Context: an optimization exercise on an open-source flow, tuned for small area, a short achievable clock period and few clock cycles. The choices shown serve that exercise and are no tape-out recipe. RTL that was checked went through simulation tests only; none was proved equivalent to the original. Power figures rest on the tool's default switching activity, not on a simulated workload.

==> inputs of build 76 <==
==> flow/design.v <==
`timescale 1ns/100ps
module cacheTop
(
    input  logic                          clk,
    input  logic                          rst,
    input  logic                          cpuReqValid,
    input  logic                          cpuReqWrite,
    input  logic [10-1:0]      cpuReqAddr,
    input  logic [8-1:0]      cpuReqByte,
    output logic                          cpuRespValid,
    output logic                          cpuRespHit,
    output logic [32-1:0]      cpuRespWord,
    output logic                          cpuCredit,
    output logic                          memReqValid,
    output logic                          memReqWrite,
    output logic [6-1:0] memReqLineAddr,
    output logic [128-1:0]      memReqLine,
    input  logic                          memRespValid,
    input  logic [128-1:0]      memRespLine,
    input  logic                          memCredit
);
    logic [3:0]   valid;
    logic [3:0]   dirty;
    logic [4:0]   tags  [4];
    logic [127:0] lines [4];
    logic [1:0]   lruVictim;       
    logic         stLate;          
    logic         stWb;            
    logic         stRdIssue;       
    logic         stRd;            
    logic         idle;
    logic         reqWrite;        
    logic [9:0]   reqAddr;
    logic [7:0]   reqByte;
    assign idle = !stLate && !stWb && !stRdIssue && !stRd;
    logic [4:0]  inTag;
    logic        inSet;
    logic [3:0]  mruSlot;          
    logic [3:0]  match;            
    logic [3:0]  victimSlot;       
    logic        hitMru, hitLru, hitWay1, victimDirty;
    logic [4:0]  victimTag;
    assign inTag  = cpuReqAddr[9:5];
    assign inSet  = cpuReqAddr[4];
    always_comb begin
        victimTag = '0;
        for (int i = 0; i < 4; i++) begin
            mruSlot[i]    = (lruVictim[i / 2] != i[0]);
            match[i]      = valid[i] && (inSet == i[1]) && (tags[i] == inTag);
            victimSlot[i] = (inSet == i[1]) && !mruSlot[i];
            victimTag     = victimTag | ({5{victimSlot[i]}} & tags[i]);
        end
    end
    assign hitMru      = |(match & mruSlot);
    assign hitLru      = |(match & ~mruSlot);
    assign hitWay1     = match[1] || match[3];
    assign victimDirty = |(victimSlot & valid & dirty);
    logic newReq, hitNow, lateNow, missNow, fillNow;
    assign newReq  = idle && cpuReqValid;
    assign hitNow  = newReq && hitMru;
    assign lateNow = newReq && hitLru;
    assign missNow = newReq && !hitMru && !hitLru;
    assign fillNow = stRd && memRespValid;
    logic        rdSet;
    logic [1:0]  rdWord;
    logic [3:0]  rdSlot;
    logic [31:0] slotWord [4];
    logic [31:0] hitWord;
    logic [31:0] missWord;
    assign rdSet  = stLate ? reqAddr[4]   : inSet;
    assign rdWord = stLate ? reqAddr[3:2] : cpuReqAddr[3:2];
    always_comb begin
        hitWord = '0;
        for (int i = 0; i < 4; i++) begin
            rdSlot[i] = (rdSet == i[1]) && mruSlot[i];
            case (rdWord)
                2'd0:    slotWord[i] = lines[i][127:96];
                2'd1:    slotWord[i] = lines[i][95:64];
                2'd2:    slotWord[i] = lines[i][63:32];
                default: slotWord[i] = lines[i][31:0];
            endcase
            hitWord = hitWord | ({32{rdSlot[i]}} & slotWord[i]);
        end
        case (reqAddr[3:2])
            2'd0:    missWord = memRespLine[127:96];
            2'd1:    missWord = memRespLine[95:64];
            2'd2:    missWord = memRespLine[63:32];
            default: missWord = memRespLine[31:0];
        endcase
    end
    assign cpuRespValid = hitNow || stLate || fillNow;
    assign cpuCredit    = cpuRespValid;
    assign cpuRespHit   = !stRd;
    assign cpuRespWord  = stRd ? missWord : hitWord;
    always_comb begin
        memReqLine = '0;
        for (int i = 0; i < 4; i++) begin
            memReqLine = memReqLine | ({128{victimSlot[i]}} & lines[i]);
        end
    end
    assign memReqValid    = missNow || stRdIssue;
    assign memReqWrite    = idle && victimDirty;
    assign memReqLineAddr = !idle       ? reqAddr[9:4] :
                            victimDirty ? {victimTag, inSet} : cpuReqAddr[9:4];
    always_ff @(posedge clk) begin
        if (rst) begin
            stLate    <= 1'b0;
            stWb      <= 1'b0;
            stRdIssue <= 1'b0;
            stRd      <= 1'b0;
        end else begin
            stLate <= lateNow;
            if (missNow) begin
                stWb <= victimDirty;
                stRd <= !victimDirty;
            end
            if (stWb && memCredit) begin
                stWb      <= 1'b0;
                stRdIssue <= 1'b1;
            end
            if (stRdIssue) begin
                stRdIssue <= 1'b0;
                stRd      <= 1'b1;
            end
            if (fillNow) begin
                stRd <= 1'b0;
            end
        end
    end
    always_ff @(posedge clk) begin
        if (idle) begin
            reqWrite <= cpuReqWrite;
            reqAddr  <= cpuReqAddr;
            reqByte  <= cpuReqByte;
        end
    end
    logic [3:0] fillSlot;          
    logic [3:0] hitWrSlot;         
    always_comb begin
        for (int i = 0; i < 4; i++) begin
            fillSlot[i]  = fillNow && (reqAddr[4] == i[1]) && !mruSlot[i];
            hitWrSlot[i] = newReq && cpuReqWrite && match[i];
        end
    end
    always_ff @(posedge clk) begin
        for (int s = 0; s < 2; s++) begin
            if (rst) begin
                lruVictim[s] <= 1'b0;
            end else if ((lateNow && inSet == s) || (fillNow && reqAddr[4] == s)) begin
                lruVictim[s] <= !lruVictim[s];
            end
        end
    end
    always_ff @(posedge clk) begin
        for (int i = 0; i < 4; i++) begin
            if (rst) begin
                valid[i] <= 1'b0;
            end else if (fillSlot[i]) begin
                valid[i] <= 1'b1;
            end
            if (fillSlot[i]) begin
                dirty[i] <= reqWrite;
                tags[i]  <= reqAddr[9:5];
            end else if (hitWrSlot[i]) begin
                dirty[i] <= 1'b1;
            end
        end
    end
    logic [7:0]   byteSrc;
    logic [127:0] newLine;
    logic [15:0]  laneHit;       
    logic [15:0]  laneMem;       
    assign byteSrc = stRd ? reqByte : cpuReqByte;
    always_comb begin
        for (int k = 0; k < 16; k++) begin
            laneHit[k] = (cpuReqAddr[3:0] == k);
            laneMem[k] = stRd && !(reqWrite && (reqAddr[3:0] == k));
            newLine[(15 - k) * 8 +: 8] = laneMem[k] ? memRespLine[(15 - k) * 8 +: 8] : byteSrc;
        end
    end
    always_ff @(posedge clk) begin
        for (int i = 0; i < 4; i++) begin
            for (int k = 0; k < 16; k++) begin
                if (fillSlot[i] || (hitWrSlot[i] && laneHit[k])) begin
                    lines[i][(15 - k) * 8 +: 8] <= newLine[(15 - k) * 8 +: 8];
                end
            end
        end
    end
endmodule
==> flow/run.sh <==
#!/bin/bash
# synth_recipe.tcl (not shown) runs the flow's synth.tcl, then flattens the netlist and writes it again
# the make line also repeats each setting of config.mk as NAME=value (left out here)
make -C /OpenROAD-flow-scripts/flow DESIGN_CONFIG=/design/flow/config.mk WORK_HOME=/design/flow/orfs CLKGATE_MAP_FILE= SYNTH_SCRIPT=/design/flow/synth_recipe.tcl finish
==> flow/config.mk <==
export PLATFORM = sky130hd
export DESIGN_NAME = cacheTop
export DESIGN_NICKNAME = cacheTop
export VERILOG_FILES = /design/flow/design.v
export SDC_FILE = /design/flow/constraint.sdc
export NUM_CORES = 4
export LEC_CHECK = 0
export CAP_MARGIN = 20
export CORE_MARGIN = 2
export CORE_UTILIZATION = 60
export SETUP_SLACK_MARGIN = 1.5
export SLEW_MARGIN = 20
==> flow/constraint.sdc <==
create_clock -name core_clock -period 5.0 [get_ports {clk}]
set_input_delay 1.0000 -clock core_clock [delete_from_list [all_inputs] [get_ports {clk}]]
set_output_delay 1.0000 -clock core_clock [all_outputs]
set_load 0.01 [all_outputs]
==> build 35 (differences from build 76) <==
--- a/flow/design.v
+++ b/flow/design.v
@@ -25,4 +25,5 @@
     logic [127:0] lines [4];
     logic [1:0]   lruVictim;       
+    logic         stIdle;          
     logic         stLate;          
     logic         stWb;            
@@ -32,6 +33,5 @@
     logic         reqWrite;        
     logic [9:0]   reqAddr;
-    logic [7:0]   reqByte;
-    assign idle = !stLate && !stWb && !stRdIssue && !stRd;
+    assign idle = stIdle;
     logic [4:0]  inTag;
     logic        inSet;
@@ -52,5 +52,14 @@
         end
     end
-    assign hitMru      = |(match & mruSlot);
+    logic [4:0] mruTag [2];
+    logic [1:0] mruValid, mruEq;
+    always_comb begin
+        for (int t = 0; t < 2; t++) begin
+            mruTag[t]   = lruVictim[t] ? tags[2 * t]  : tags[2 * t + 1];
+            mruValid[t] = lruVictim[t] ? valid[2 * t] : valid[2 * t + 1];
+            mruEq[t]    = mruValid[t] && (mruTag[t] == inTag);
+        end
+    end
+    assign hitMru      = inSet ? mruEq[1] : mruEq[0];
     assign hitLru      = |(match & ~mruSlot);
     assign hitWay1     = match[1] || match[3];
@@ -62,35 +71,33 @@
     assign missNow = newReq && !hitMru && !hitLru;
     assign fillNow = stRd && memRespValid;
-    logic        rdSet;
-    logic [1:0]  rdWord;
-    logic [3:0]  rdSlot;
-    logic [31:0] slotWord [4];
-    logic [31:0] hitWord;
-    logic [31:0] missWord;
-    assign rdSet  = stLate ? reqAddr[4]   : inSet;
-    assign rdWord = stLate ? reqAddr[3:2] : cpuReqAddr[3:2];
-    always_comb begin
-        hitWord = '0;
-        for (int i = 0; i < 4; i++) begin
-            rdSlot[i] = (rdSet == i[1]) && mruSlot[i];
-            case (rdWord)
-                2'd0:    slotWord[i] = lines[i][127:96];
-                2'd1:    slotWord[i] = lines[i][95:64];
-                2'd2:    slotWord[i] = lines[i][63:32];
-                default: slotWord[i] = lines[i][31:0];
-            endcase
-            hitWord = hitWord | ({32{rdSlot[i]}} & slotWord[i]);
-        end
-        case (reqAddr[3:2])
-            2'd0:    missWord = memRespLine[127:96];
-            2'd1:    missWord = memRespLine[95:64];
-            2'd2:    missWord = memRespLine[63:32];
-            default: missWord = memRespLine[31:0];
-        endcase
+    logic [3:0]  wordDec;          
+    logic [3:0]  lateSlot;         
+    logic [3:0]  lateWordDec;      
+    logic [3:0]  missWordDec;      
+    logic [15:0] rdSel;
+    logic [3:0]  missSel;
+    always_comb begin
+        cpuRespWord = '0;
+        for (int w = 0; w < 4; w++) begin
+            wordDec[w]     = (cpuReqAddr[3:2] == w);
+            missWordDec[w] = (reqAddr[3:2] == w);
+            missSel[w]     = stRd && missWordDec[w];
+            cpuRespWord    = cpuRespWord | ({32{missSel[w]}} & memRespLine[(3 - w) * 32 +: 32]);
+        end
+        for (int i = 0; i < 4; i++) begin
+            for (int w = 0; w < 4; w++) begin
+                rdSel[i * 4 + w] = (idle && mruSlot[i] && (inSet == i[1]) && wordDec[w]) ||
+                                   (lateSlot[i] && lateWordDec[w]);
+                cpuRespWord = cpuRespWord | ({32{rdSel[i * 4 + w]}} & lines[i][(3 - w) * 32 +: 32]);
+            end
+        end
+    end
+    always_ff @(posedge clk) begin
+        lateSlot    <= {4{lateNow}} & match;
+        lateWordDec <= wordDec;
     end
     assign cpuRespValid = hitNow || stLate || fillNow;
     assign cpuCredit    = cpuRespValid;
     assign cpuRespHit   = !stRd;
-    assign cpuRespWord  = stRd ? missWord : hitWord;
     always_comb begin
         memReqLine = '0;
@@ -105,4 +112,5 @@
     always_ff @(posedge clk) begin
         if (rst) begin
+            stIdle    <= 1'b1;
             stLate    <= 1'b0;
             stWb      <= 1'b0;
@@ -111,4 +119,10 @@
         end else begin
             stLate <= lateNow;
+            if (lateNow || missNow) begin
+                stIdle <= 1'b0;
+            end
+            if (stLate || fillNow) begin
+                stIdle <= 1'b1;
+            end
             if (missNow) begin
                 stWb <= victimDirty;
@@ -132,13 +146,12 @@
             reqWrite <= cpuReqWrite;
             reqAddr  <= cpuReqAddr;
-            reqByte  <= cpuReqByte;
         end
     end
     logic [3:0] fillSlot;          
-    logic [3:0] hitWrSlot;         
-    always_comb begin
-        for (int i = 0; i < 4; i++) begin
-            fillSlot[i]  = fillNow && (reqAddr[4] == i[1]) && !mruSlot[i];
-            hitWrSlot[i] = newReq && cpuReqWrite && match[i];
+    logic [3:0] wrSlot;            
+    always_comb begin
+        for (int i = 0; i < 4; i++) begin
+            fillSlot[i] = fillNow && (reqAddr[4] == i[1]) && !mruSlot[i];
+            wrSlot[i]   = newReq && cpuReqWrite && (match[i] || (missNow && victimSlot[i]));
         end
     end
@@ -162,19 +175,17 @@
                 dirty[i] <= reqWrite;
                 tags[i]  <= reqAddr[9:5];
-            end else if (hitWrSlot[i]) begin
+            end else if (newReq && cpuReqWrite && match[i]) begin
                 dirty[i] <= 1'b1;
             end
         end
     end
-    logic [7:0]   byteSrc;
     logic [127:0] newLine;
     logic [15:0]  laneHit;       
     logic [15:0]  laneMem;       
-    assign byteSrc = stRd ? reqByte : cpuReqByte;
     always_comb begin
         for (int k = 0; k < 16; k++) begin
             laneHit[k] = (cpuReqAddr[3:0] == k);
-            laneMem[k] = stRd && !(reqWrite && (reqAddr[3:0] == k));
-            newLine[(15 - k) * 8 +: 8] = laneMem[k] ? memRespLine[(15 - k) * 8 +: 8] : byteSrc;
+            laneMem[k] = !(reqWrite && (reqAddr[3:0] == k));
+            newLine[(15 - k) * 8 +: 8] = stRd ? memRespLine[(15 - k) * 8 +: 8] : cpuReqByte;
         end
     end
@@ -182,5 +193,5 @@
         for (int i = 0; i < 4; i++) begin
             for (int k = 0; k < 16; k++) begin
-                if (fillSlot[i] || (hitWrSlot[i] && laneHit[k])) begin
+                if ((fillSlot[i] && laneMem[k]) || (wrSlot[i] && laneHit[k])) begin
                     lines[i][(15 - k) * 8 +: 8] <= newLine[(15 - k) * 8 +: 8];
                 end
==> flow/flow/run.sh (new file) <==
#!/bin/bash
# The standard layout, with each port buffered by the smallest buffer
# (the resizer upsizes the ones that timing needs) instead of ORFS's default
# choice of buffer cell.
set -euo pipefail
export BUFFER_PORTS_ARGS="-buffer_cell sky130_fd_sc_hd__buf_1"
bash standard.sh > standard.log 2>&1
==> flow/standard.sh (new file) <==
#!/bin/bash
# synth_recipe.tcl (not shown) runs the flow's synth.tcl, then flattens the netlist and writes it again
# the make line also repeats each setting of config.mk as NAME=value (left out here)
make -C /OpenROAD-flow-scripts/flow DESIGN_CONFIG=/design/flow/config.mk WORK_HOME=/design/flow/orfs CLKGATE_MAP_FILE= SYNTH_SCRIPT=/design/flow/synth_recipe.tcl "${@:-finish}"
- ABC_AREA: not set -> 1
- CORE_UTILIZATION: 60 -> 40
- CTS_CLUSTER_DIAMETER: not set -> 70
- CTS_CLUSTER_SIZE: not set -> 30
- TNS_END_PERCENT: not set -> 5
removed: flow/run.sh
==> notes <==
Of build 35 and build 76, build 76 has the higher count of clock-buffer cells in the layout (gap 27). In build 35 the register-to-register slack is better than in build 76, by 0.24 ns. Between build 35 and build 76, the lower power is in build 35 (gap 11%, measured against build 76). Against build 76, the cell count of build 35 is larger by 29%. Against build 35, the combinational power of build 76 is larger by about 15%.
==> figures <==
metric                                                                                 build 35                 build 76
Status                                                                  complete, no violations  complete, no violations
Most frequent standard cell in the layout excluding fill and tap cells                  nand2_1                 edfxtp_1
Maximum vdd ir drop                                                                    0.246 mV                 0.379 mV
First element of the critical path                                                cpuReqAddr[4]     reqAddr[3]$_DFFE_PN_
Slowest stage cell, crit path                                                         o2111ai_1                 edfxtp_1
Buffers outside the clock class                                                             472                      598
Fillers                                                                                    6510                     2735
Number of signal-net inverters in the final layout                                          270                       13
Final period demand of the worst path                                                   3.66 ns                  4.09 ns
Number of cells in the design after placement                                              4167                     3102
Met3 demand-to-capacity share in global routing                                           9.73%                    11.8%
Testbench counts of build 35, summed over its fixed seeds: cycles 43,346.
For build 76, only the layout was checked, not whether the RTL still works.

[separate check: timing with driven ports]
In the flow no input, the clock included, has a driving cell. The finished layouts below were timed again as built, in two steps.
Step 1 sets driving cells, clkbuf_16 on the clock port and buf_2 on the other inputs (assumed; they add their load-dependent delay and slew).
Step 2, shift: input delay + t, output delay - t, t = (earliest + latest rising clock arrival at the registers) / 2. This alone moves slack from input paths to output paths.
Three values: ideal ports, drivers, drivers and shift; two values: the first two.
run | t (ns) | setup slack, ns | worst data-port slew with drivers (ns)
build 76 | 0.686 | 0.911 / 0.851 / 0.868 | 0.13
build 35 | 0.661 | 1.341 / 1.294 / 1.294 | 0.15
After both steps every run listed still meets setup and hold. For build 35, which loses most, drivers alone change the setup slack by -0.047 ns; drivers and shift together by -0.047 ns.
